This is an optimization exercise on Yosys and OpenROAD, whose aim is small area, a short achievable clock period and few clock cycles per item, not a production implementation.
Power is estimated from default activity; no workload was simulated.

## willow
// mac_stream_seq
module mac_stream_seq (
  input  logic        clk,
  input  logic        rst,
  input  logic        in_valid,
  output logic        in_ready,
  input  logic [15:0] in_data,
  input  logic [15:0] in_weight,
  input  logic [15:0] bias,
  output logic        out_valid,
  input  logic        out_ready,
  output logic [15:0] out_res
);
  localparam int LEN   = 48;
  localparam int ACC_W = 22;
  logic [5:0]         cnt_q;
  logic               rdy_q;
  logic               arm_q;             
  logic               owe_q;             
  logic               f0_q, l0_q;
  logic [15:0]        a0_q, b_q;
  logic [7:0]         one0_q, two0_q, neg0_q;
  logic               f1_q, l1_q;
  logic [15:0]        s1_q, c1_q;
  logic               cl1_q;
  logic [15:0]        s_d, c_d;
  logic               cl_d;
  logic               f2_q, l2_q;
  logic [15:0]        p2_q;
  logic [ACC_W-1:0]   acc_q;
  logic               l3_q;
  logic               ov_q;
  logic [15:0]        res_q;
  logic        accept, first_in, last_in, inc, owe_d, last_d;
  logic [15:0] prod;
  logic [15:0] sat_res;
  logic [16:0] wx;
  logic [7:0]  one_d, two_d, neg_d;
  assign first_in = (cnt_q == 6'd0);
  assign last_in  = (cnt_q == 6'(LEN - 1));
  assign accept   = in_valid && rdy_q;
  assign inc      = accept && last_in;
  assign owe_d    = inc || (owe_q && !(ov_q && out_ready));
  assign last_d   = accept ? (cnt_q == 6'(LEN - 2)) : last_in;
  assign wx = {in_weight, 1'b0};
  always_comb begin
    for (int i = 0; i < 8; i++) begin
      one_d[i] = wx[2*i+1] ^ wx[2*i];
      two_d[i] = (wx[2*i+2] & ~wx[2*i+1] & ~wx[2*i]) | (~wx[2*i+2] & wx[2*i+1] & wx[2*i]);
      neg_d[i] = wx[2*i+2];
    end
  end
  mult u_mult (
    .a_i    (a0_q),
    .one_i  (one0_q),
    .two_i  (two0_q),
    .neg_i  (neg0_q),
    .s_o    (s_d),
    .c_o    (c_d),
    .c_lo_o (cl_d)
  );
  logic [15:0] prod_co;
  logic [ACC_W-1:0] acc_in, acc_s, acc_co;
  ...
Size in the first run: about 960 cells after synthesis, about 160 flip-flops, about 70 I/O pins.
export LEC_CHECK = 0
export CAP_MARGIN = 20
export CORE_MARGIN = 2
export CORE_UTILIZATION = 40
export CTS_BUF_LIST = sky130_fd_sc_hd__clkbuf_4 sky130_fd_sc_hd__clkbuf_8
export CTS_CLUSTER_DIAMETER = 25
export SLEW_MARGIN = 20
create_clock -name core_clock -period 10.0 [get_ports {clk}]
standard.sh (not shown) runs the stock make flow with config.mk's settings and CLKGATE_MAP_FILE= SYNTH_SCRIPT=/design/flow/synth_recipe.tcl, a recipe that flattens the netlist after the stock synthesis.
==> flow/flow/run.sh <==
#!/bin/bash
# Standard synthesis, then the standard layout with: port buffers of a fixed small cell type,
# and repair_timing aiming below the clock period (a larger setup slack margin).
set -euo pipefail
bash standard.sh synth > synth.log 2>&1
bash standard.sh SETUP_SLACK_MARGIN=6.8 'BUFFER_PORTS_ARGS=-buffer_cell sky130_fd_sc_hd__buf_1' finish > layout.log 2>&1
> inputs changed (willow -> xenon)
Settings: PLACE_DENSITY now 0.8, previously not set; CORE_UTILIZATION now 60, was 40.
--- outcome ---
- xenon completed every stage of the flow, and the final layout passed the timing, DRC and antenna checks.
- Diff willow -> xenon: number of core rows down about 20%; portion of the layout cell area used by clock cells climbed 0.25 points.
- Looking only at initial core utilization, and setting everything else aside, the lower value of willow and xenon goes to willow.
- Timing startpoint of the critical path: a0_q[11]$_SDFF_PN0_ -> willow, two0_q[4]$_DFF_P_ -> xenon
- On overall die area: between willow and xenon, it ends up lower for xenon.
- In the reports for willow and xenon, the larger global placement routability congestion belongs to xenon.
The inputs of onyx differ from those of xenon as listed below.
Settings: clearing PLACE_DENSITY, which used to be 0.8; swapping 60 for 40 in CORE_UTILIZATION.
-- flow/flow/run.sh --
<<< xenon, line 6
bash standard.sh SETUP_SLACK_MARGIN=6.8 'BUFFER_PORTS_ARGS=-buffer_cell sky130_fd_sc_hd__buf_1' finish > layout.log 2>&1
>>> onyx, line 6
bash standard.sh SETUP_SLACK_MARGIN=7.0 'BUFFER_PORTS_ARGS=-buffer_cell sky130_fd_sc_hd__buf_2' finish > layout.log 2>&1
Results
A critical path endpoint of c1_q[5]$_DFF_P_ is what onyx shows, while s1_q[15]$_DFF_P_ belongs to xenon.
The lower post-layout worst setup margin came out of xenon.
Comparing onyx and xenon, the lower power was measured on xenon.
two0_q[4]$_DFF_P_ as the launch point of the critical path was reported by xenon, and two0_q[0]$_DFF_P_ by onyx.
Per the final summary, onyx finished and its layout is clean on timing, DRC and antenna.
On wire length, xenon beats onyx.
onyx vs xenon: multi-input gate area in the final layout up by a few percent
Changes in quartz relative to onyx:
-- flow/flow/run.sh --
<<< onyx, line 6
bash standard.sh SETUP_SLACK_MARGIN=7.0 'BUFFER_PORTS_ARGS=-buffer_cell sky130_fd_sc_hd__buf_2' finish > layout.log 2>&1
>>> quartz, line 6
bash standard.sh SETUP_SLACK_MARGIN=6.8 'BUFFER_PORTS_ARGS=-buffer_cell sky130_fd_sc_hd__buf_2' finish > layout.log 2>&1
==> results.txt <==
Status | onyx and quartz | clean. [quartz] buffers plus inverters on the worst setup path fell 1 relative to onyx. Per the comparison of quartz with onyx, final area moved down, share of the core filled with cells in the final layout moved down, minimum period implied by the final worst setup slack moved up. Cell area after placement, onyx and quartz: lower on quartz. Compare onyx and quartz | non-clock buffer count higher: onyx. onyx → quartz: power fell 5.2%; met1 demand-to-capacity share in global routing shrank by 1.4 points. Going from onyx to quartz, count of placed standard cells in the final layout, fillers left out shrank by a few percent. The final reports for quartz and onyx show final estimated routing congestion in global placement higher in the former. Measured against each other, onyx and quartz differ in number of clock buffers in the layout, the lower figure coming from quartz.
Function was not checked in any run of this note: the RTL went through the layout flow alone.

* * *

Another version of the RTL of mac_stream_seq (not shown whole).
For scale: about 1100 cells after synthesis, ~70 I/O pins, about 11000 sq um of cells after synthesis.
export LEC_CHECK = 0
export CAP_MARGIN = 20
export CORE_MARGIN = 2
export CORE_UTILIZATION = 40
export CTS_BUF_LIST = sky130_fd_sc_hd__clkbuf_4 sky130_fd_sc_hd__clkbuf_8
export SLEW_MARGIN = 20
create_clock -name core_clock -period 10.0 [get_ports {clk}]
==> flow/flow/run.sh <==
#!/bin/bash
# Standard synthesis, then the standard layout with: port buffers of a fixed small cell type,
# and repair_timing aiming below the clock period (a larger setup slack margin).
set -euo pipefail
bash standard.sh synth > synth.log 2>&1
bash standard.sh SETUP_SLACK_MARGIN=6.6 'BUFFER_PORTS_ARGS=-buffer_cell sky130_fd_sc_hd__buf_2' finish > layout.log 2>&1
The baseline ran to the end with no violations.
Then changed:
==> flow/run.sh (new file) <==
#!/bin/bash
# synth_recipe.tcl (not shown) runs the flow's synth.tcl, then flattens the netlist and writes it again
# the make line also repeats each setting of config.mk as NAME=value (left out here)
make -C /OpenROAD-flow-scripts/flow DESIGN_CONFIG=/design/flow/config.mk WORK_HOME=/design/flow/orfs CLKGATE_MAP_FILE= SYNTH_SCRIPT=/design/flow/synth_recipe.tcl finish
removed: flow/flow/run.sh
removed: flow/standard.sh
Outcome:
- sequential cell count does not change
- core utilization grows by 1.1 points
- count of clock-buffer cells in the layout is unchanged
- routed wire length grows by 0.58%
- worst setup slack gets worse by 0.33 ns
- via count stays flat
- register-to-register slack gets worse by 0.33 ns
- cell area grows by 2.4%
- die area does not change
- critical path depth does not change
Then changed:
==> flow/flow/run.sh (new file) <==
#!/bin/bash
# Standard synthesis, then the standard layout with: port buffers of a fixed small cell type,
# and repair_timing aiming below the clock period (a larger setup slack margin).
set -euo pipefail
bash standard.sh synth > synth.log 2>&1
bash standard.sh SETUP_SLACK_MARGIN=7.0 'BUFFER_PORTS_ARGS=-buffer_cell sky130_fd_sc_hd__buf_2' finish > layout.log 2>&1
==> flow/standard.sh (new file) <==
#!/bin/bash
# synth_recipe.tcl (not shown) runs the flow's synth.tcl, then flattens the netlist and writes it again
# the make line also repeats each setting of config.mk as NAME=value (left out here)
make -C /OpenROAD-flow-scripts/flow DESIGN_CONFIG=/design/flow/config.mk WORK_HOME=/design/flow/orfs CLKGATE_MAP_FILE= SYNTH_SCRIPT=/design/flow/synth_recipe.tcl "${@:-finish}"
removed: flow/run.sh
Outcome:
- The changed run completed without violations
- flip-flop and latch count does not change
- worst hold slack is better by 0.0038 ns
- synthesized cell count is unchanged
- via count came out higher by 3.1%
- clock-buffer cell count came out higher by 1
Then changed:
==> flow/run.sh (new file) <==
#!/bin/bash
# synth_recipe.tcl (not shown) runs the flow's synth.tcl, then flattens the netlist and writes it again
# the make line also repeats each setting of config.mk as NAME=value (left out here)
make -C /OpenROAD-flow-scripts/flow DESIGN_CONFIG=/design/flow/config.mk WORK_HOME=/design/flow/orfs CLKGATE_MAP_FILE= SYNTH_SCRIPT=/design/flow/synth_recipe.tcl finish
CTS_BUF_LIST = not set   (was sky130_fd_sc_hd__clkbuf_4 sky130_fd_sc_hd__clkbuf_8)
removed: flow/flow/run.sh
removed: flow/standard.sh
Area after synthesis is unchanged.
Clock skew goes down by 0.0031 ns.
Clock-buffer cell count goes up by 2.
Total power goes up by a few percent.
Fmax goes down by about a fifth.
Non-clock buffer count goes down by 41.
Then changed:
==> flow/flow/run.sh (new file) <==
#!/bin/bash
# Standard synthesis, then the standard layout with: port buffers of a fixed small cell type,
# and repair_timing aiming below the clock period (a larger setup slack margin).
set -euo pipefail
bash standard.sh synth > synth.log 2>&1
bash standard.sh SETUP_SLACK_MARGIN=7.3 'BUFFER_PORTS_ARGS=-buffer_cell sky130_fd_sc_hd__buf_2' finish > layout.log 2>&1
==> flow/standard.sh (new file) <==
#!/bin/bash
# synth_recipe.tcl (not shown) runs the flow's synth.tcl, then flattens the netlist and writes it again
# the make line also repeats each setting of config.mk as NAME=value (left out here)
make -C /OpenROAD-flow-scripts/flow DESIGN_CONFIG=/design/flow/config.mk WORK_HOME=/design/flow/orfs CLKGATE_MAP_FILE= SYNTH_SCRIPT=/design/flow/synth_recipe.tcl "${@:-finish}"
CTS_BUF_LIST = sky130_fd_sc_hd__clkbuf_4 sky130_fd_sc_hd__clkbuf_8   (was not set)
removed: flow/run.sh
Cell count rose by 6.2%. Worst setup slack improves by 0.46 ns. Non-clock buffer count increases by 91. Wire length rose by 13%. Via count rises by 8.6%. Critical path depth is higher by 1.
No run of this note included a check of the RTL's function; only the layout flow was run.

==> what the ideal ports hide <==
No port has a modelled driver above. Below, the same layouts with a new extraction and two added sets of constraints. Step 1 (the two cells are an assumption about what drives the block):
set clk [get_ports {clk}]
set_driving_cell -lib_cell sky130_fd_sc_hd__clkbuf_16 $clk
set_driving_cell -lib_cell sky130_fd_sc_hd__buf_2 [delete_from_list [all_inputs] $clk]
Step 2 times the ports against the registers' clock, not the clock port: input delays grow and output delays shrink by t, the midpoint of the rising clock arrivals with the driver on. a / b / c = no drivers / after step 1 / after step 2; a / b = the first two.
| run | t (ns) | slack for setup (ns) | slew at the worst register clock pin (ns) | cell pins on the clock port's net |
|---|---|---|---|---|
| willow | 0.504 | 6.861 / 6.861 / 6.559 | 0.10 / 0.10 | 1 |
| xenon | 0.502 | 6.855 / 6.855 / 6.553 | 0.09 / 0.09 | 1 |
| onyx | 0.500 | 6.963 / 6.963 / 6.682 | 0.10 / 0.10 | 1 |
| quartz | 0.502 | 6.927 / 6.899 / 6.572 | 0.10 / 0.10 | 1 |
| the first run of note 2 | 0.492 | 6.798 / 6.798 / 6.464 | 0.11 / 0.11 | 1 |
| the second run of note 2 | 0.498 | 6.471 / 6.459 / 6.274 | 0.11 / 0.11 | 1 |
| the third run of note 2 | 0.506 | 6.981 / 6.959 / 6.694 | 0.10 / 0.10 | 1 |
| the fourth run of note 2 | 0.475 | 6.450 / 6.450 / 6.272 | 0.08 / 0.08 | 1 |
| the fifth run of note 2 | 0.526 | 6.915 / 6.915 / 6.915 | 0.11 / 0.11 | 1 |
After both steps every run listed still meets setup and hold. For quartz, which loses most, drivers alone change the setup slack by -0.028 ns; drivers and shift together by -0.355 ns.
